Context: an optimization exercise on an open-source flow, tuned for small area, a short achievable clock period and few clock cycles per item. The choices shown serve that exercise and are no tape-out recipe.
In this exercise RTL edits were held to simulation tests only and were not proved equivalent to the original.

==> flow/design.v, too long to show whole: its modules and the start of the top module <==
// module xsr256_mul1: 2122 lines
// module xsr256_mul2: 1969 lines
// module xoshiro256ss_generator: 140 lines
module xoshiro256ss_generator
(
    input  logic      i_clk,
    input  logic      i_rst_n,
    input  logic      i_in_valid,
    output logic      o_in_stall,
    input  logic [64:0]  i_in_data,
    output logic      o_out_valid,
    input  logic      i_out_stall,
    output logic [116:0] o_out_data
);
  // ...
==> flow/run.sh <==
#!/bin/bash
# synth_recipe.tcl (not shown) runs the flow's synth.tcl, then flattens the netlist and writes it again
# the make line also repeats each setting of config.mk as NAME=value (left out here)
make -C /OpenROAD-flow-scripts/flow DESIGN_CONFIG=/design/flow/config.mk WORK_HOME=/design/flow/orfs CLKGATE_MAP_FILE= SYNTH_SCRIPT=/design/flow/synth_recipe.tcl finish
==> flow/config.mk <==
export PLATFORM = sky130hd
export DESIGN_NAME = xoshiro256ss_generator
export DESIGN_NICKNAME = xoshiro256ss_generator
export VERILOG_FILES = /design/flow/design.v
export SDC_FILE = /design/flow/constraint.sdc
export NUM_CORES = 4
export LEC_CHECK = 0
export CAP_MARGIN = 20
export CORE_MARGIN = 2
export CORE_UTILIZATION = 40
export SLEW_MARGIN = 20
==> flow/constraint.sdc <==
create_clock -name core_clock -period 12.0 [get_ports {i_clk}]
set_input_delay 2.4000 -clock core_clock [delete_from_list [all_inputs] [get_ports {i_clk}]]
set_output_delay 2.4000 -clock core_clock [all_outputs]
set_load 0.01 [all_outputs]
==> impl_table.tex, run 1 <==
\begin{tabular}{lr}
\hline
Metric & Value \\
\hline
\multicolumn{2}{l}{\textbf{Finish}} \\
\quad Number of non-clock inverters & 1275 \\
\quad Final cell utilization of the core & 0.448 \\
\quad Share of final-layout standard cells stronger than drive strength 1 & 0.0471 \\
\multicolumn{2}{l}{\textbf{Synth}} \\
\quad Count of synthesis-stage warnings from yosys & 1 \\
\quad Compound-gate portion of the synthesized area & 0.0825 \\
\quad Top-count cell post-synth & sky130\_fd\_sc\_hd\_\_inv\_1 \\
\quad Synthesized cell area & 72100 µm² \\
\quad Most frequently used flop master after synthesis & sky130\_fd\_sc\_hd\_\_edfxtp\_1 \\
\multicolumn{2}{l}{\textbf{Global routing}} \\
\quad Antenna violations before repair & 3 \\
\quad Pin count of the biggest net entering global routing & 186 \\
\multicolumn{2}{l}{\textbf{Run status}} \\
\quad Run status & complete, no violations \\
\multicolumn{2}{l}{\textbf{Timing}} \\
\quad Worst slew slack as a fraction of its limit & 0.225 \\
\quad Smallest hold slack & 0.431 ns \\
\quad Slew at the pin with the worst max-slew slack & 1.16 ns \\
\quad Highest attainable clock frequency & 185 MHz \\
\quad Final-report max-slew violation count & 0 \\
\multicolumn{2}{l}{\textbf{Setup path}} \\
\quad Origin of the critical flop-to-flop path & r\_ir\_d[35]\$\_DFFE\_PP\_ \\
\multicolumn{2}{l}{\textbf{Die}} \\
\quad Placeable core region & 179000 µm² \\
\quad Horizontal extent of the die & 429 µm \\
\multicolumn{2}{l}{\textbf{Min path}} \\
\quad Worst hold path type & reg2reg \\
\multicolumn{2}{l}{\textbf{Detailed routing}} \\
\quad Total via count after detailed routing & 47300 \\
\multicolumn{2}{l}{\textbf{Clock network}} \\
\quad Number of buffers added for setup after CTS & 0 \\
\hline
\end{tabular}
Testbench counts, summed over its fixed seeds: cycles 7,949, items 6,380.
==> run 2: changes to the inputs <==
==> flow/flow/run.sh (new file) <==
#!/bin/bash
# Standard ORFS layout, with repair_timing aiming for extra setup slack
# (the clock and constraints are the design's own).
set -euo pipefail
bash standard.sh SETUP_SLACK_MARGIN=8 finish > standard_flow.log 2>&1
==> flow/standard.sh (new file) <==
#!/bin/bash
# synth_recipe.tcl (not shown) runs the flow's synth.tcl, then flattens the netlist and writes it again
# the make line also repeats each setting of config.mk as NAME=value (left out here)
make -C /OpenROAD-flow-scripts/flow DESIGN_CONFIG=/design/flow/config.mk WORK_HOME=/design/flow/orfs CLKGATE_MAP_FILE= SYNTH_SCRIPT=/design/flow/synth_recipe.tcl "${@:-finish}"
removed: flow/run.sh
==> run 2 against run 1 <==
Wire length is 7.1% higher. Synthesized area stayed put. Cell area is 10% higher. Fmax is 20% higher. Critical path depth is 1 higher. Critical endpoint is now r_m1c[59]$_DFF_P_.
==> impl_table.tex, run 2 <==
\begin{tabular}{lr}
\hline
Metric & Value \\
\hline
\multicolumn{2}{l}{\textbf{Timing}} \\
\quad Minimum period implied by the final worst setup slack & 4.52 ns \\
\quad Worst slew slack as a fraction of its limit & 0.293 (+0.0676) \\
\quad Count of endpoints failing hold in the final timing report & 0 \\
\quad Final setup TNS & 0 ns \\
\quad Count of final setup violators & 0 \\
\quad Final-report max-slew violation count & 0 (unchanged) \\
\quad Slew at the pin with the worst max-slew slack & 1.06 ns (-0.101 ns) \\
\quad Worst Setup Slack, final & 7.48 ns \\
\quad Highest attainable clock frequency & 221 MHz (+20\%) \\
\quad Smallest hold slack & 0.382 ns (-0.0490 ns) \\
\quad Setup repair after global routing missed its margin & yes \\
\quad Post-route fraction of the period consumed by the critical path & 0.377 \\
\quad Final clock skew & 0.0451 ns \\
\multicolumn{2}{l}{\textbf{Clock network}} \\
\quad CTS Hold Buffers Added & 0 \\
\quad CTS sink count & 804 \\
\quad Latest clock arrival within the worst-skew pair & 0.74 ns \\
\quad Clock input transition at the sequential cells of the worst setup and hold paths & 0.07 ns \\
\quad Largest buffer count on any clock path & 3 \\
\quad Clock Root Buffer & sky130\_fd\_sc\_hd\_\_clkbuf\_16 \\
\quad Max H-tree Level & 3 \\
\quad TritonCTS clock tree & done \\
\quad Total clock buffers created by CTS & 93 \\
\multicolumn{2}{l}{\textbf{Place}} \\
\quad HPWL after detailed placement & 183000 µm \\
\quad Weighted congestion reported at the end of routability-driven placement & 1.01 \\
\quad Placed insts & 9005 \\
\quad Quantity of I/O buffers inserted on ports & 187 \\
\quad Post-place setup slack & 6.55 ns \\
\quad Placed standard-cell area & 77500 µm² \\
\multicolumn{2}{l}{\textbf{Global routing}} \\
\quad Global route overflow & 0 \\
\quad Vias in the first global route & 52800 \\
\quad First-pass GRT wire length & 355000 µm \\
\quad GRT Resource Usage Total & 0.264 \\
\quad Antenna violations before repair & 5 (+2) \\
\quad Pin count of the biggest net entering global routing & 126 (-32\%) \\
\multicolumn{2}{l}{\textbf{Setup path}} \\
\quad Crit. End Element & flop \\
\quad Required time worst endpoint & 12.65 ns \\
\quad Worst setup SP type & flop \\
\quad Path type of the worst setup path & reg2reg \\
\quad Crit path DAT & 5.17 ns \\
\quad Critical Path Fanout Max & 4 \\
\multicolumn{2}{l}{\textbf{Die}} \\
\quad Top-level I/O count & 188 \\
\quad Initial standard-cell utilization of the core & 0.403 \\
\quad Horizontal extent of the die & 429 µm (unchanged) \\
\quad Placeable core region & 179000 µm² (unchanged) \\
\quad Overall die height & 429 µm \\
\quad \# rows & 155 \\
\quad Area of the die & 184000 µm² \\
\multicolumn{2}{l}{\textbf{Synth}} \\
\quad Number of synthesized flops with an enable pin & 448 \\
\quad Asr flop ratio synth & 0 \\
\quad Average cell area after synthesis & 10.9 µm² \\
\quad Total nets after synthesis & 8153 \\
\quad Share of the yosys chip area belonging to registers & 0.285 \\
\quad Area fraction of the dominant cell type after synthesis & 0.338 \\
\quad Synthesis-stage register bit count & 804 \\
\quad Most frequently used flop master after synthesis & sky130\_fd\_sc\_hd\_\_edfxtp\_1 \\
\quad Top-count cell post-synth & sky130\_fd\_sc\_hd\_\_inv\_1 \\
\quad Count of synthesis-stage warnings from yosys & 1 (unchanged) \\
\quad Leading cell types by total area after synthesis & sky130\_fd\_sc\_hd\_\_fa\_1 (34\%), sky130\_fd\_sc\_hd\_\_edfxtp\_1 (19\%), sky130\_fd\_sc\_hd\_\_dfxtp\_1 (9.9\%) \\
\quad Top cell types by occurrence after synthesis & sky130\_fd\_sc\_hd\_\_inv\_1 (1275), sky130\_fd\_sc\_hd\_\_fa\_1 (1218), sky130\_fd\_sc\_hd\_\_xnor2\_1 (488) \\
\quad Unique cell type count in the Yosys netlist & 90 \\
\quad Number of instances in the synthesized netlist & 6626 \\
\quad Synthesized cell area & 72100 µm² (unchanged) \\
\quad Post-synth top area cell & sky130\_fd\_sc\_hd\_\_fa\_1 \\
\multicolumn{2}{l}{\textbf{Detailed routing}} \\
\quad Average vias per placed instance & 5.16 \\
\quad 1st-pass router iterations & 7 \\
\quad Final WL & 243000 µm \\
\quad Routed length per instance & 24.9 µm \\
\quad Number of DRC violations after detailed routing & 0 \\
\quad Violation count after the first detailed-routing iteration & 4194 \\
\quad Number of routed nets with antenna violations & 0 \\
\quad Total via count after detailed routing & 50400 (+6.5\%) \\
\multicolumn{2}{l}{\textbf{Job}} \\
\quad Max-cap violations & 0 \\
\multicolumn{2}{l}{\textbf{Finish}} \\
\quad Area of all placed cells without fillers & 88100 µm² \\
\quad Post-route insts no fill & 9780 \\
\quad Final-stage net count & 8870 \\
\quad Layout overhead on the synthesized area & 22.1\% \\
\quad Final cell utilization of the core & 0.493 (+0.0449) \\
\quad Leading cell types in the layout, fill and taps excluded & sky130\_fd\_sc\_hd\_\_inv\_1 (1068), sky130\_fd\_sc\_hd\_\_fa\_1 (892), sky130\_fd\_sc\_hd\_\_buf\_4 (504) \\
\quad Share of final-layout standard cells stronger than drive strength 1 & 0.220 (+0.173) \\
\quad Most common library cell in the layout ignoring fill and taps & sky130\_fd\_sc\_hd\_\_inv\_1 \\
\multicolumn{2}{l}{\textbf{Min path}} \\
\quad Worst hold path type & reg2reg \\
\multicolumn{2}{l}{\textbf{Run status}} \\
\quad Run status & complete, no violations \\
\hline
\end{tabular}
[run 2: cells by family after synthesis]
logic type      share of synthesized area
buf+inv                            0.0800
fa+ha+maj                           0.380
simple gates                       0.0639
compound gates                     0.0825
xor+xnor                            0.107
flops                               0.285
mux                               0.00180
[run 2: layout make-up]
cell class | instances | area (µm²)
fill | 16100 | 90700
multi-input combinational | 4339 | 48500
sequential | 804 | 20800
timing repair buffer | 830 | 7580
inverter | 1275 | 5060
tap | 2355 | 2950
clock buffer | 124 | 2720
clock inverter | 52 | 500
antenna | 1 | 2.50
[run 2: timing repair]
item | 4_1_cts | 5_1_grt
endpoints found under the setup margin | 378 | 179
resized for setup | 672 | 250
pin swaps | 209 | 160
gates cloned | 2 | 0
buffers inserted | 463 | 133
[run 2: critical path, cell delays in order, from the launching register on]
cell                         delay (ns)
sky130_fd_sc_hd__edfxtp_1          0.52
sky130_fd_sc_hd__xor2_4            0.29
sky130_fd_sc_hd__clkinvlp_4        0.21
sky130_fd_sc_hd__buf_4             0.18
sky130_fd_sc_hd__buf_6             0.11
sky130_fd_sc_hd__fa_2              0.45
sky130_fd_sc_hd__fa_2              0.43
sky130_fd_sc_hd__fa_2              0.47
sky130_fd_sc_hd__fa_2              0.37
sky130_fd_sc_hd__fa_2              0.35
sky130_fd_sc_hd__fa_2              0.53
sky130_fd_sc_hd__inv_2             0.04
sky130_fd_sc_hd__fa_2              0.51
[run 2: final timing paths]
check / startpoint / end / slack (ns) / depth (start not counted)
max: r_ir_d[52]$_DFFE_PP_ / r_m1c[59]$_DFF_P_ / 7.48 / 12
min: r_m1s[10]$_DFF_P_ / r_z3[10]$_DFF_P_ / 0.38 / 1
max reg2reg: r_ir_d[52]$_DFFE_PP_ / r_m1c[59]$_DFF_P_ / 7.48 / 12
min reg2reg: r_m1s[10]$_DFF_P_ / r_z3[10]$_DFF_P_ / 0.38 / 1
[run 2: per-layer routing]
layer  global-route usage  share of wire
met1                0.335           0.39
met2                0.430           0.47
met3               0.0533          0.073
met4                0.131          0.061
met5                    0        0.00030
==> module xoshiro256ss_generator, before the edit <==
module xoshiro256ss_generator
(
    input  logic      i_clk,
    input  logic      i_rst_n,
    input  logic      i_in_valid,
    output logic      o_in_stall,
    input  logic [64:0]  i_in_data,
    output logic      o_out_valid,
    input  logic      i_out_stall,
    output logic [116:0] o_out_data
);
    logic        r_ir_v, r_ir_k;
    logic [63:0] r_ir_d;
    logic       r_vb, r_vc, r_vd, r_ve;
    logic [1:0] r_ccount;
    logic       r_zf;
    logic [63:0] r_s0, r_s1, r_s2, r_s3;
    logic        r_p_v;
    logic [63:0] r_p;
    logic        r_om_v, r_os_v;
    logic [63:0] r_om, r_os;
    logic [63:0] r_m1s, r_m1c, r_z3, r_m2s, r_m2c;
    logic busy, start, ctr_step, ready, exec, p_moves, pop;
    assign busy     = r_vb | r_vc | r_vd | r_ve;
    assign start    = r_ir_v & (r_ir_k == CMD_SEED) & !r_vb;
    assign ctr_step = start | (r_vb & (r_ccount != 2'd0));
    assign p_moves  = r_p_v & !r_os_v;
    assign exec     = r_ir_v & (r_ir_k != CMD_SEED) & !busy & (!r_p_v | !r_os_v);
    assign ready    = !ctr_step & (!r_ir_v | exec);
    assign pop      = r_om_v & !i_out_stall;
    assign o_in_stall = !ready;
    always_ff @(posedge i_clk) begin
        if (ctr_step)
            r_ir_d <= r_ir_d + SM_GAMMA;
        else if (ready)
            r_ir_d <= i_in_data[63:0];
    end
    always_ff @(posedge i_clk) begin
        if (!i_rst_n) begin
            r_ir_v <= 1'b0;
            r_ir_k <= 1'b0;
        end else if (ready) begin
            r_ir_v <= i_in_valid;
            r_ir_k <= i_in_data[64];
        end else if (start | exec) begin
            r_ir_v <= 1'b0;
        end
    end
    always_ff @(posedge i_clk) begin
        if (!i_rst_n) begin
            r_vb     <= 1'b0;
            r_vc     <= 1'b0;
            r_vd     <= 1'b0;
            r_ve     <= 1'b0;
            r_ccount <= 2'd0;
            r_zf     <= 1'b1;
        end else begin
            if (start) begin
                r_vb     <= 1'b1;
                r_ccount <= 2'd3;
                r_zf     <= 1'b0;
            end else if (r_vb) begin
                if (r_ccount == 2'd0)
                    r_vb <= 1'b0;
                else
                    r_ccount <= r_ccount - 2'd1;
            end
            r_vc <= r_vb;
            r_vd <= r_vc;
            r_ve <= r_vd;
        end
    end
    logic [63:0] z1, m1s, m1c, z2, m2s, m2c, z4, word;
    assign z1 = r_ir_d ^ (r_ir_d >> 30);
    xsr256_mul1 u_mul1 (.x(z1), .ps(m1s), .pc(m1c));
    assign z2 = r_m1s + r_m1c;
    xsr256_mul2 u_mul2 (.x(r_z3), .ps(m2s), .pc(m2c));
    assign z4 = r_m2s + r_m2c;
    assign word = z4 ^ (z4 >> 31);
    always_ff @(posedge i_clk) begin
        r_m1s <= m1s;
        r_m1c <= m1c;
        r_z3  <= z2 ^ (z2 >> 27);
        r_m2s <= m2s;
        r_m2c <= m2c;
    end
    logic [63:0] t, w2, w3;
    assign t  = r_s1 << 17;
    assign w2 = r_s2 ^ r_s0;
    assign w3 = r_s3 ^ r_s1;
    always_ff @(posedge i_clk) begin
        if (r_ve) begin
            r_s0 <= r_s1;
            r_s1 <= r_s2;
            r_s2 <= r_s3;
            r_s3 <= word;
        end else if (exec) begin
            r_s0 <= r_s0 ^ w3;
            r_s1 <= r_s1 ^ w2;
            r_s2 <= w2 ^ t;
            r_s3 <= {w3[18:0], w3[63:19]};
        end
    end
    always_ff @(posedge i_clk) begin
        if (exec)
            r_p <= r_zf ? 64'd0 : (r_s1 + {r_s1[61:0], 2'b00});
    end
    always_ff @(posedge i_clk) begin
        if (!i_rst_n)
            r_p_v <= 1'b0;
        else if (exec)
            r_p_v <= 1'b1;
        else if (p_moves)
            r_p_v <= 1'b0;
    end
    logic [63:0] rp, res;
    assign rp  = {r_p[56:0], r_p[63:57]};
    assign res = rp + {rp[60:0], 3'b000};
    always_ff @(posedge i_clk) begin
        if (!r_os_v)
            r_os <= res;
        if (!r_om_v | pop)
            r_om <= r_os_v ? r_os : res;
    end
    always_ff @(posedge i_clk) begin
        if (!i_rst_n) begin
            r_om_v <= 1'b0;
            r_os_v <= 1'b0;
        end else begin
            if (!r_om_v | pop)
                r_om_v <= r_os_v | p_moves;
            if (r_os_v)
                r_os_v <= !pop;
            else
                r_os_v <= p_moves & r_om_v & !pop;
        end
    end
    assign o_out_valid = r_om_v;
    assign o_out_data  = {r_om, r_om[63:11]};
endmodule
==> run 3: changes to the inputs <==
--- a/flow/design.v
+++ b/flow/design.v
@@ -4111,17 +4111,14 @@
     logic [1:0] r_ccount;
     logic       r_zf;
     logic [63:0] r_s0, r_s1, r_s2, r_s3;
-    logic        r_p_v;
-    logic [63:0] r_p;
     logic        r_om_v, r_os_v;
     logic [63:0] r_om, r_os;
     logic [63:0] r_m1s, r_m1c, r_z3, r_m2s, r_m2c;
-    logic busy, start, ctr_step, ready, exec, p_moves, pop;
+    logic busy, start, ctr_step, ready, exec, pop;
     assign busy     = r_vb | r_vc | r_vd | r_ve;
     assign start    = r_ir_v & (r_ir_k == CMD_SEED) & !r_vb;
     assign ctr_step = start | (r_vb & (r_ccount != 2'd0));
-    assign p_moves  = r_p_v & !r_os_v;
-    assign exec     = r_ir_v & (r_ir_k != CMD_SEED) & !busy & (!r_p_v | !r_os_v);
+    assign exec     = r_ir_v & (r_ir_k != CMD_SEED) & !busy & !r_os_v;
     assign ready    = !ctr_step & (!r_ir_v | exec);
     assign pop      = r_om_v & !i_out_stall;
     assign o_in_stall = !ready;
@@ -4197,20 +4194,10 @@
             r_s3 <= {w3[18:0], w3[63:19]};
         end
     end
-    always_ff @(posedge i_clk) begin
-        if (exec)
-            r_p <= r_zf ? 64'd0 : (r_s1 + {r_s1[61:0], 2'b00});
-    end
-    always_ff @(posedge i_clk) begin
-        if (!i_rst_n)
-            r_p_v <= 1'b0;
-        else if (exec)
-            r_p_v <= 1'b1;
-        else if (p_moves)
-            r_p_v <= 1'b0;
-    end
-    logic [63:0] rp, res;
-    assign rp  = {r_p[56:0], r_p[63:57]};
+    logic [63:0] s1g, p, rp, res;
+    assign s1g = r_zf ? 64'd0 : r_s1;
+    assign p   = s1g + {s1g[61:0], 2'b00};
+    assign rp  = {p[56:0], p[63:57]};
     assign res = rp + {rp[60:0], 3'b000};
     always_ff @(posedge i_clk) begin
         if (!r_os_v)
@@ -4224,11 +4211,11 @@
             r_os_v <= 1'b0;
         end else begin
             if (!r_om_v | pop)
-                r_om_v <= r_os_v | p_moves;
+                r_om_v <= r_os_v | exec;
             if (r_os_v)
                 r_os_v <= !pop;
             else
-                r_os_v <= p_moves & r_om_v & !pop;
+                r_os_v <= exec & r_om_v & !pop;
         end
     end
     assign o_out_valid = r_om_v;
==> flow/flow/run.sh (replaced) <==
#!/bin/bash
# Standard ORFS layout, with repair_timing aiming for extra setup slack
# (the clock and constraints are the design's own).
set -euo pipefail
bash standard.sh SETUP_SLACK_MARGIN=7.5 finish > standard_flow.log 2>&1
==> run 3 against run 2 <==
Setup slack worse by 1.6 ns. Clock-buffer cell count decreased by 14. Synthesized area down 0.52%. Still clean on timing, DRC and antenna. Critical endpoint is now r_om[54]$_DFFE_PP_. Register-to-register slack worse by 1.6 ns. Clock skew increased by 0.0095 ns. Sequential share of layout area decreased by 2.0 points. Via count rose by 3.9%. Cell area is 1.4% lower.
==> impl_table.tex, run 3 <==
\begin{tabular}{lr}
\hline
Metric & Value \\
\hline
\multicolumn{2}{l}{\textbf{Timing}} \\
\quad Slew at the pin with the worst max-slew slack & 1.14 ns (+0.0773 ns) \\
\quad Count of endpoints failing hold in the final timing report & 0 (unchanged) \\
\quad Count of final setup violators & 0 (unchanged) \\
\quad Post-route fraction of the period consumed by the critical path & 0.514 (+0.137) \\
\quad Worst slew slack as a fraction of its limit & 0.242 (-0.0515) \\
\quad Setup repair after global routing missed its margin & yes \\
\quad Final clock skew & 0.0546 ns (+0.00949 ns) \\
\quad Highest attainable clock frequency & 162 MHz (-27\%) \\
\quad Final setup TNS & 0 ns (unchanged) \\
\quad Smallest hold slack & 0.404 ns (+0.0223 ns) \\
\quad Final-report max-slew violation count & 0 (unchanged) \\
\quad Minimum period implied by the final worst setup slack & 6.17 ns (+1.65 ns) \\
\multicolumn{2}{l}{\textbf{Synth}} \\
\quad Total nets after synthesis & 8358 (+2.5\%) \\
\quad Top-count cell post-synth & sky130\_fd\_sc\_hd\_\_inv\_1 \\
\quad Share of the yosys chip area belonging to registers & 0.260 (-0.0256) \\
\quad Unique cell type count in the Yosys netlist & 104 (+16\%) \\
\quad Count of synthesis-stage warnings from yosys & 1 (unchanged) \\
\quad Number of synthesized flops with an enable pin & 384 (-14\%) \\
\quad Top cell types by occurrence after synthesis & sky130\_fd\_sc\_hd\_\_inv\_1 (1294), sky130\_fd\_sc\_hd\_\_fa\_1 (1217), sky130\_fd\_sc\_hd\_\_xnor2\_1 (540) \\
\quad Average cell area after synthesis & 10.4 µm² (-4.1\%) \\
\quad Number of instances in the synthesized netlist & 6874 (+3.7\%) \\
\quad Synthesis-stage register bit count & 739 (-8.1\%) \\
\quad Most frequently used flop master after synthesis & sky130\_fd\_sc\_hd\_\_edfxtp\_1 \\
\quad Asr flop ratio synth & 0 (unchanged) \\
\quad Leading cell types by total area after synthesis & sky130\_fd\_sc\_hd\_\_fa\_1 (34\%), sky130\_fd\_sc\_hd\_\_edfxtp\_1 (16\%), sky130\_fd\_sc\_hd\_\_dfxtp\_1 (9.9\%) \\
\quad Post-synth top area cell & sky130\_fd\_sc\_hd\_\_fa\_1 \\
\quad Area fraction of the dominant cell type after synthesis & 0.339 (+0.00148) \\
\quad Synthesized cell area & 71800 µm² (-0.52\%) \\
\multicolumn{2}{l}{\textbf{Finish}} \\
\quad Most common library cell in the layout ignoring fill and taps & sky130\_fd\_sc\_hd\_\_inv\_1 \\
\quad Final-stage net count & 9047 (+2.0\%) \\
\quad Leading cell types in the layout, fill and taps excluded & sky130\_fd\_sc\_hd\_\_inv\_1 (1181), sky130\_fd\_sc\_hd\_\_fa\_1 (1074), sky130\_fd\_sc\_hd\_\_xnor2\_1 (517) \\
\quad Share of final-layout standard cells stronger than drive strength 1 & 0.180 (-0.0404) \\
\quad Layout overhead on the synthesized area & 21.0\% \\
\quad Number of fill cells & 16300 (+0.82\%) \\
\multicolumn{2}{l}{\textbf{Clock network}} \\
\quad Total clock buffers created by CTS & 87 (-6.5\%) \\
\quad Clock Root Buffer & sky130\_fd\_sc\_hd\_\_clkbuf\_16 \\
\quad Largest buffer count on any clock path & 3 (unchanged) \\
\quad Latest clock arrival within the worst-skew pair & 0.73 ns (about the same) \\
\quad Max H-tree Level & 3 (unchanged) \\
\quad Clock input transition at the sequential cells of the worst setup and hold paths & 0.07 ns (about the same) \\
\quad CTS sink count & 739 (-8.1\%) \\
\quad TritonCTS clock tree & done \\
\multicolumn{2}{l}{\textbf{Setup path}} \\
\quad Worst setup SP type & flop \\
\quad Origin of the critical flop-to-flop path & r\_s1[7]\$\_DFFE\_PP\_ \\
\quad Critical Path Fanout Max & 3 (-1) \\
\quad Cell count of the worst reg-to-reg path & 26 (+14) \\
\quad Crit. End Element & flop \\
\quad Path type of the worst setup path & reg2reg \\
\quad Required time worst endpoint & 12.46 ns (-0.19 ns) \\
\quad Crit path DAT & 6.63 ns (+1.46 ns) \\
\quad Worst r2r dst & r\_om[54]\$\_DFFE\_PP\_ \\
\quad Flop2flop setup slack & 5.83 ns (-1.65 ns) \\
\multicolumn{2}{l}{\textbf{Min path}} \\
\quad Worst hold path type & reg2reg \\
\quad Min-Delay Startpoint & r\_m1s[5]\$\_DFF\_P\_ \\
\quad Worst Hold Path Cells & 1 (unchanged) \\
\quad Worst hold path endpoint & r\_z3[5]\$\_DFF\_P\_ \\
\multicolumn{2}{l}{\textbf{Detailed routing}} \\
\quad Number of routed nets with antenna violations & 0 (unchanged) \\
\quad Routed length per instance & 24.4 µm (-1.8\%) \\
\quad Average vias per placed instance & 5.25 (+1.7\%) \\
\quad 1st-pass router iterations & 6 (-1) \\
\quad Final WL & 244000 µm (+0.31\%) \\
\quad Number of DRC violations after detailed routing & 0 (unchanged) \\
\quad Total via count after detailed routing & 52400 (+3.9\%) \\
\quad Violation count after the first detailed-routing iteration & 5222 (+25\%) \\
\multicolumn{2}{l}{\textbf{Die}} \\
\quad Overall die height & 428 µm (-0.26\%) \\
\quad Area of the die & 183000 µm² (-0.51\%) \\
\quad Horizontal extent of the die & 428 µm (-0.26\%) \\
\quad Initial standard-cell utilization of the core & 0.402 (-0.00122) \\
\quad Placeable core region & 178000 µm² (-0.22\%) \\
\quad Top-level I/O count & 188 (unchanged) \\
\quad \# rows & 155 (unchanged) \\
\multicolumn{2}{l}{\textbf{Global routing}} \\
\quad GRT Resource Usage Total & 0.267 (+0.00317) \\
\quad Global route overflow & 0 (unchanged) \\
\quad Antenna violations before repair & 2 (-3) \\
\quad Pin count of the biggest net entering global routing & 234 (+86\%) \\
\quad Vias in the first global route & 52900 (+0.20\%) \\
\quad First-pass GRT wire length & 355000 µm (+0.12\%) \\
\multicolumn{2}{l}{\textbf{Place}} \\
\quad Weighted congestion reported at the end of routability-driven placement & 0.997 (-0.82\%) \\
\quad HPWL after detailed placement & 179000 µm (-2.6\%) \\
\quad Quantity of I/O buffers inserted on ports & 187 (unchanged) \\
\multicolumn{2}{l}{\textbf{Job}} \\
\quad Max-cap violations & 0 (unchanged) \\
\multicolumn{2}{l}{\textbf{Run status}} \\
\quad Run status & complete, no violations \\
\hline
\end{tabular}
## run 3: how the worst max path moves through the flow
| stage | start | endpoint | slack [ns] | depth (start not counted) |
|---|---|---|---|---|
| 2_1_floorplan | r_zf$_SDFFE_PN1P_ | r_om[37]$_DFFE_PP_ | 5.40 | 38 |
| 4_1_cts | r_s1[7]$_DFFE_PP_ | r_om[58]$_DFFE_PP_ | 5.80 | 28 |
| 3_3_place_gp | r_zf$_SDFFE_PN1P_ | r_om[37]$_DFFE_PP_ | 4.78 | 29 |
| 5_1_grt | r_s1[9]$_DFFE_PP_ | r_om[60]$_DFFE_PP_ | 5.56 | 29 |
| 6_report | r_s1[7]$_DFFE_PP_ | r_om[54]$_DFFE_PP_ | 5.83 | 26 |
| 3_5_place_dp | r_zf$_SDFFE_PN1P_ | r_om[37]$_DFFE_PP_ | 4.66 | 29 |
## run 3: worst max-delay path: stages, from the launching register on
cell,delay [ns]
sky130_fd_sc_hd__edfxtp_1,0.42
sky130_fd_sc_hd__nor2b_4,0.16
sky130_fd_sc_hd__ha_4,0.16
sky130_fd_sc_hd__maj3_2,0.31
sky130_fd_sc_hd__maj3_2,0.29
sky130_fd_sc_hd__a22o_1,0.21
sky130_fd_sc_hd__a2111o_1,0.34
sky130_fd_sc_hd__nand3_2,0.15
sky130_fd_sc_hd__a211oi_2,0.09
sky130_fd_sc_hd__o21ai_1,0.18
sky130_fd_sc_hd__nand2_2,0.13
sky130_fd_sc_hd__a311oi_4,0.36
sky130_fd_sc_hd__o2111ai_2,0.16
sky130_fd_sc_hd__a21oi_2,0.19
sky130_fd_sc_hd__xnor2_2,0.15
sky130_fd_sc_hd__ha_2,0.24
sky130_fd_sc_hd__a21o_1,0.17
sky130_fd_sc_hd__a31oi_2,0.12
sky130_fd_sc_hd__o31ai_2,0.35
sky130_fd_sc_hd__nor2b_4,0.22
sky130_fd_sc_hd__o21ai_4,0.08
sky130_fd_sc_hd__o221a_4,0.26
sky130_fd_sc_hd__a2111oi_4,0.42
sky130_fd_sc_hd__o2111ai_2,0.25
sky130_fd_sc_hd__buf_4,0.20
sky130_fd_sc_hd__a21oi_1,0.22
sky130_fd_sc_hd__o31ai_4,0.08
## run 3: stage by stage
stage               std cells  setup WS (ns)  area [µm²]  utilization
global placement         9262           4.78       76600        0.429
finish                   9992           5.83       86800        0.487
floorplan                6874           5.40       72100            -
global route             9991           5.56       86800        0.487
detailed placement       9263           4.66       76600        0.430
CTS                      9846           5.80       84800        0.475
## run 3: cells by family (layout without fill, tap and decap cells)
| kind of cell | Yosys count | in the layout | synth area share |
|---|---|---|---|
| compound gates | 1067 | 1067 | 0.0925 |
| xor+xnor | 905 | 905 | 0.112 |
| other cells | 0 | 1 | 0 |
| simple gates | 1174 | 1174 | 0.0743 |
| mux | 13 | 13 | 0.00194 |
| flops | 739 | 739 | 0.260 |
| buf+inv | 1552 | 2314 | 0.0846 |
| fa+ha+maj | 1424 | 1424 | 0.375 |
## run 3: what timing repair did
item / in CTS / in global routing
hold buffers: 0 / 0
pin swaps: 159 / 126
endpoints found under the hold margin: 0 / 0
setup endpoints to repair: 270 / 197
buffers inserted: 419 / 143
gates resized for setup: 493 / 246
cloned: 2 / 1
## run 3: cell type report
cell class	count	area, µm²	share of cell area
Tap cell	2355	2950	0.0339
Multi-Input combinational cell	4583	49000	0.565
Antenna cell	1	2.50	0.0000288
Inverter	1295	5110	0.0589
Timing Repair Buffer	857	8100	0.0932
Sequential cell	739	18700	0.215
Clock buffer	110	2440	0.0281
Clock inverter	52	504	0.00581
## run 3: layer usage
layer / track usage / part of all wire
met1: 0.350 / 0.40
met2: 0.423 / 0.46
met3: 0.0610 / 0.086
met4: 0.117 / 0.057
met5: 0 / 0.000041
Testbench counts of run 3, summed over its fixed seeds: cycles 7,946, items 6,380.
==> run 4: changes to the inputs <==
==> flow/flow/run.sh (replaced) <==
#!/bin/bash
# Standard ORFS layout, with repair_timing aiming for extra setup slack
# (the clock and constraints are the design's own).
set -euo pipefail
bash standard.sh SETUP_SLACK_MARGIN=8.5 finish > standard_flow.log 2>&1
==> run 4 against run 3 <==
Synthesized area stayed put. Still clean. Synthesized cell count is the same. Clock-buffer cell count is the same. Hold slack got worse by 0.0021 ns. Cell count up 2.8%. Register-to-register slack worse by 0.04 ns. Sequential share of layout area fell by 1.2 points. Global-route usage grew 0.86 points. First-iteration DRC count decreased by 0.75%.
==> impl_table.tex, run 4 <==
\begin{tabular}{lr}
\hline
Metric & Value \\
\hline
\multicolumn{2}{l}{\textbf{Detailed routing}} \\
\quad Number of routed nets with antenna violations & 0 (unchanged) \\
\quad Number of DRC violations after detailed routing & 0 (unchanged) \\
\quad Total via count after detailed routing & 54300 (+3.5\%) \\
\quad Average vias per placed instance & 5.28 (+0.74\%) \\
\quad Final WL & 255000 µm (+4.3\%) \\
\quad Routed length per instance & 24.8 µm (+1.5\%) \\
\quad 1st-pass router iterations & 7 (+1) \\
\quad Violation count after the first detailed-routing iteration & 5183 (-0.75\%) \\
\multicolumn{2}{l}{\textbf{Setup path}} \\
\quad CP dominant cell by count & sky130\_fd\_sc\_hd\_\_buf\_6 \\
\quad Crit. End Element & flop \\
\quad Crit path DAT & 6.64 ns (about the same) \\
\quad Path type of the worst setup path & reg2reg \\
\quad Delay of the slowest cell on the worst path & 0.44 ns (+0.02 ns) \\
\quad Flop2flop setup slack & 5.79 ns (-0.04 ns) \\
\quad Critical Path Fanout Max & 8 (+5) \\
\quad Cell count of the worst reg-to-reg path & 33 (+27\%) \\
\quad Origin of the critical flop-to-flop path & r\_zf\$\_SDFFE\_PN1P\_ \\
\quad Library cell contributing the largest single delay on the critical path & sky130\_fd\_sc\_hd\_\_dfxtp\_4 \\
\quad Worst setup SP type & flop \\
\quad Worst r2r dst & r\_om[24]\$\_DFFE\_PP\_ \\
\quad Required time worst endpoint & 12.42 ns (-0.04 ns) \\
\multicolumn{2}{l}{\textbf{Timing}} \\
\quad Setup repair after global routing missed its margin & yes \\
\quad Post-route fraction of the period consumed by the critical path & 0.518 (+0.00351) \\
\quad Slew at the pin with the worst max-slew slack & 1.14 ns (+0.00386 ns) \\
\quad Highest attainable clock frequency & 161 MHz (-0.68\%) \\
\quad Count of final setup violators & 0 (unchanged) \\
\quad Final clock skew & 0.0526 ns (-0.00197 ns) \\
\quad Count of endpoints failing hold in the final timing report & 0 (unchanged) \\
\quad Minimum period implied by the final worst setup slack & 6.21 ns (+0.0421 ns) \\
\quad Final-report max-slew violation count & 0 (unchanged) \\
\quad Final setup TNS & 0 ns (unchanged) \\
\quad Worst slew slack as a fraction of its limit & 0.238 (-0.00341) \\
\multicolumn{2}{l}{\textbf{Synth}} \\
\quad Share of synthesized cell area in full adder, half adder and majority cells & 0.375 (unchanged) \\
\quad Total nets after synthesis & 8358 (unchanged) \\
\quad Synthesis-stage register bit count & 739 (unchanged) \\
\quad Synthesized cell area & 71800 µm² (unchanged) \\
\quad Asr flop ratio synth & 0 (unchanged) \\
\quad Portion of netlist area occupied by mux cells & 0.00194 (unchanged) \\
\quad Most frequently used flop master after synthesis & sky130\_fd\_sc\_hd\_\_edfxtp\_1 \\
\quad Compound-gate portion of the synthesized area & 0.0925 (unchanged) \\
\quad Average cell area after synthesis & 10.4 µm² (unchanged) \\
\quad Leading cell types by total area after synthesis & sky130\_fd\_sc\_hd\_\_fa\_1 (34\%), sky130\_fd\_sc\_hd\_\_edfxtp\_1 (16\%), sky130\_fd\_sc\_hd\_\_dfxtp\_1 (9.9\%) \\
\quad Count of synthesis-stage warnings from yosys & 1 (unchanged) \\
\quad Unique cell type count in the Yosys netlist & 104 (unchanged) \\
\quad Largest family of logic cells by synthesized area & adder cells \\
\quad Number of instances in the synthesized netlist & 6874 (unchanged) \\
\quad Simple-gate portion of the synthesized area & 0.0743 (unchanged) \\
\quad Number of synthesized flops with an enable pin & 384 (unchanged) \\
\quad Post-synthesis xor/xnor area fraction & 0.112 (unchanged) \\
\quad Top cell types by occurrence after synthesis & sky130\_fd\_sc\_hd\_\_inv\_1 (1294), sky130\_fd\_sc\_hd\_\_fa\_1 (1217), sky130\_fd\_sc\_hd\_\_xnor2\_1 (540) \\
\quad Area fraction of the dominant cell type after synthesis & 0.339 (unchanged) \\
\quad Top-count cell post-synth & sky130\_fd\_sc\_hd\_\_inv\_1 \\
\quad Share of the yosys chip area belonging to registers & 0.260 (unchanged) \\
\quad Post-synth top area cell & sky130\_fd\_sc\_hd\_\_fa\_1 \\
\multicolumn{2}{l}{\textbf{Place}} \\
\quad Weighted congestion reported at the end of routability-driven placement & 0.997 (unchanged) \\
\quad Quantity of I/O buffers inserted on ports & 187 (unchanged) \\
\quad HPWL after detailed placement & 179000 µm (unchanged) \\
\multicolumn{2}{l}{\textbf{Global routing}} \\
\quad Antenna violations before repair & 1 (-1) \\
\quad First-pass GRT wire length & 366000 µm (+3.2\%) \\
\quad Vias in the first global route & 54800 (+3.5\%) \\
\quad GRT Resource Usage Total & 0.276 (+0.00863) \\
\quad Global route overflow & 0 (unchanged) \\
\quad Pin count of the biggest net entering global routing & 234 (unchanged) \\
\multicolumn{2}{l}{\textbf{Die}} \\
\quad Top-level I/O count & 188 (unchanged) \\
\quad Area of the die & 183000 µm² (unchanged) \\
\quad Initial standard-cell utilization of the core & 0.402 (unchanged) \\
\quad Overall die height & 428 µm (unchanged) \\
\quad Horizontal extent of the die & 428 µm (unchanged) \\
\quad \# rows & 155 (unchanged) \\
\quad Placeable core region & 178000 µm² (unchanged) \\
\multicolumn{2}{l}{\textbf{Clock network}} \\
\quad Clock Root Buffer & sky130\_fd\_sc\_hd\_\_clkbuf\_16 \\
\quad Max H-tree Level & 3 (unchanged) \\
\quad CTS sink count & 739 (unchanged) \\
\quad Total clock buffers created by CTS & 87 (unchanged) \\
\quad Latest clock arrival within the worst-skew pair & 0.73 ns (about the same) \\
\quad Largest buffer count on any clock path & 3 (unchanged) \\
\quad TritonCTS clock tree & done \\
\quad Clock input transition at the sequential cells of the worst setup and hold paths & 0.07 ns (about the same) \\
\quad CTS Hold Buffers Added & 0 (unchanged) \\
\multicolumn{2}{l}{\textbf{Finish}} \\
\quad Layout overhead on the synthesized area & 28.7\% \\
\quad Final cell utilization of the core & 0.518 (+0.0309) \\
\quad Most common library cell in the layout ignoring fill and taps & sky130\_fd\_sc\_hd\_\_inv\_1 \\
\quad Final-stage net count & 9322 (+3.0\%) \\
\quad Leading cell types in the layout, fill and taps excluded & sky130\_fd\_sc\_hd\_\_inv\_1 (1056), sky130\_fd\_sc\_hd\_\_fa\_1 (842), sky130\_fd\_sc\_hd\_\_buf\_4 (598) \\
\quad Share of final-layout standard cells stronger than drive strength 1 & 0.300 (+0.120) \\
\multicolumn{2}{l}{\textbf{Min path}} \\
\quad Worst hold path endpoint & r\_z3[5]\$\_DFF\_P\_ \\
\quad Worst Hold Path Cells & 1 (unchanged) \\
\quad Worst hold path type & reg2reg \\
\quad Min-Delay Startpoint & r\_m1s[5]\$\_DFF\_P\_ \\
\multicolumn{2}{l}{\textbf{Job}} \\
\quad Max-cap violations & 0 (unchanged) \\
\multicolumn{2}{l}{\textbf{Run status}} \\
\quad Run status & complete, no violations \\
\hline
\end{tabular}
==> run 4: cell count changes in the layout (fill, tap and decap cells not counted), sizes merged <==
cell and change:
clkbuf -1, inv -2, clkinvlp +2, buf +394, clkdlybuf4s50 -118, diode +1
==> run 4: cell families after synthesis <==
family,count (synthesis)
compound gates,1067
simple gates,1174
buf+inv,1552
flops,739
mux,13
fa+ha+maj,1424
xor+xnor,905
==> run 4: layout make-up <==
class                   count  area [µm²]
diodes                      2        5.00
clock buffers             110        2440
clock inverters            52         504
fillers                 15600       86100
inverters                1295        5140
multi-input cells        4583       51600
flip-flops and latches    739       18800
well taps                2355        2950
repair buffers           1132       10900
==> run 4: worst max-delay path by stage <==
stage,cells after the start,start,slack (ns),end
floorplan,38,r_zf$_SDFFE_PN1P_,5.40,r_om[37]$_DFFE_PP_
global placement,29,r_zf$_SDFFE_PN1P_,4.78,r_om[37]$_DFFE_PP_
detailed placement,29,r_zf$_SDFFE_PN1P_,4.66,r_om[37]$_DFFE_PP_
CTS,28,r_s1[7]$_DFFE_PP_,5.80,r_om[58]$_DFFE_PP_
global route,25,r_zf$_SDFFE_PN1P_,5.47,r_om[54]$_DFFE_PP_
finish,33,r_zf$_SDFFE_PN1P_,5.79,r_om[24]$_DFFE_PP_
==> run 4: critical path, delay by kind of cell, from the launching register on <==
family	cells	cell delay, ns
adder cells (fa/ha/maj)	4	1.02
XOR/XNOR	2	0.29
AND/OR/NAND/NOR	6	0.77
AO/OA/AOI/OAI	13	2.49
buffers and inverters	8	0.86
flip-flops	1	0.44
==> run 4: layer usage <==
metal,GRT usage,wire length (µm)
met5,0,77
met4,0.128,15200
met3,0.0655,23100
met2,0.439,118000
met1,0.356,98100
==> run 4: repair_timing <==
| action | 4_1_cts | 5_1_grt |
|---|---|---|
| pin swaps | 351 | 377 |
| buffers inserted | 647 | 191 |
| resized for setup | 1672 | 590 |
| endpoints found under the setup margin | 548 | 583 |
| cloned | 2 | 1 |
==> run 4: per-stage QoR <==
stage	hold WS (ns)	setup slack [ns]	cell area [µm²]	instances
detailed placement	0.413	4.66	76600	9263
global placement	0.411	4.78	76600	9262
CTS	0.401	5.80	88600	10100
global route	0.428	5.47	92300	10300
floorplan	0.409	5.40	72100	6874
finish	0.402	5.79	92300	10300

-- what the ideal ports hide --
No port has a modelled driver above. Below, the same layouts with a new extraction and two added sets of constraints.
Step 1 sets driving cells, clkbuf_16 on the clock port and buf_2 on the other inputs (assumed; they add their load-dependent delay and slew).
Step 2 times the ports against the registers' clock, not the clock port: input delays grow and output delays shrink by t, the midpoint of the rising clock arrivals with the driver on.
Slacks: ideal / step 1 / step 2; pairs: ideal / step 1.
run | shift t [ns] | setup WS [ns] | worst register clock-pin slew, ns | worst data-port slew with drivers (ns)
run 1 | 0.810 | 6.588 / 6.588 / 6.588 | 0.08 / 0.08 | 0.12
run 2 | 0.811 | 7.476 / 7.476 / 7.476 | 0.07 / 0.07 | 0.08
run 3 | 0.792 | 5.827 / 5.827 / 5.827 | 0.07 / 0.07 | 0.06
run 4 | 0.788 | 5.785 / 5.785 / 5.785 | 0.07 / 0.07 | 0.06
After both steps every run listed still meets setup and hold.
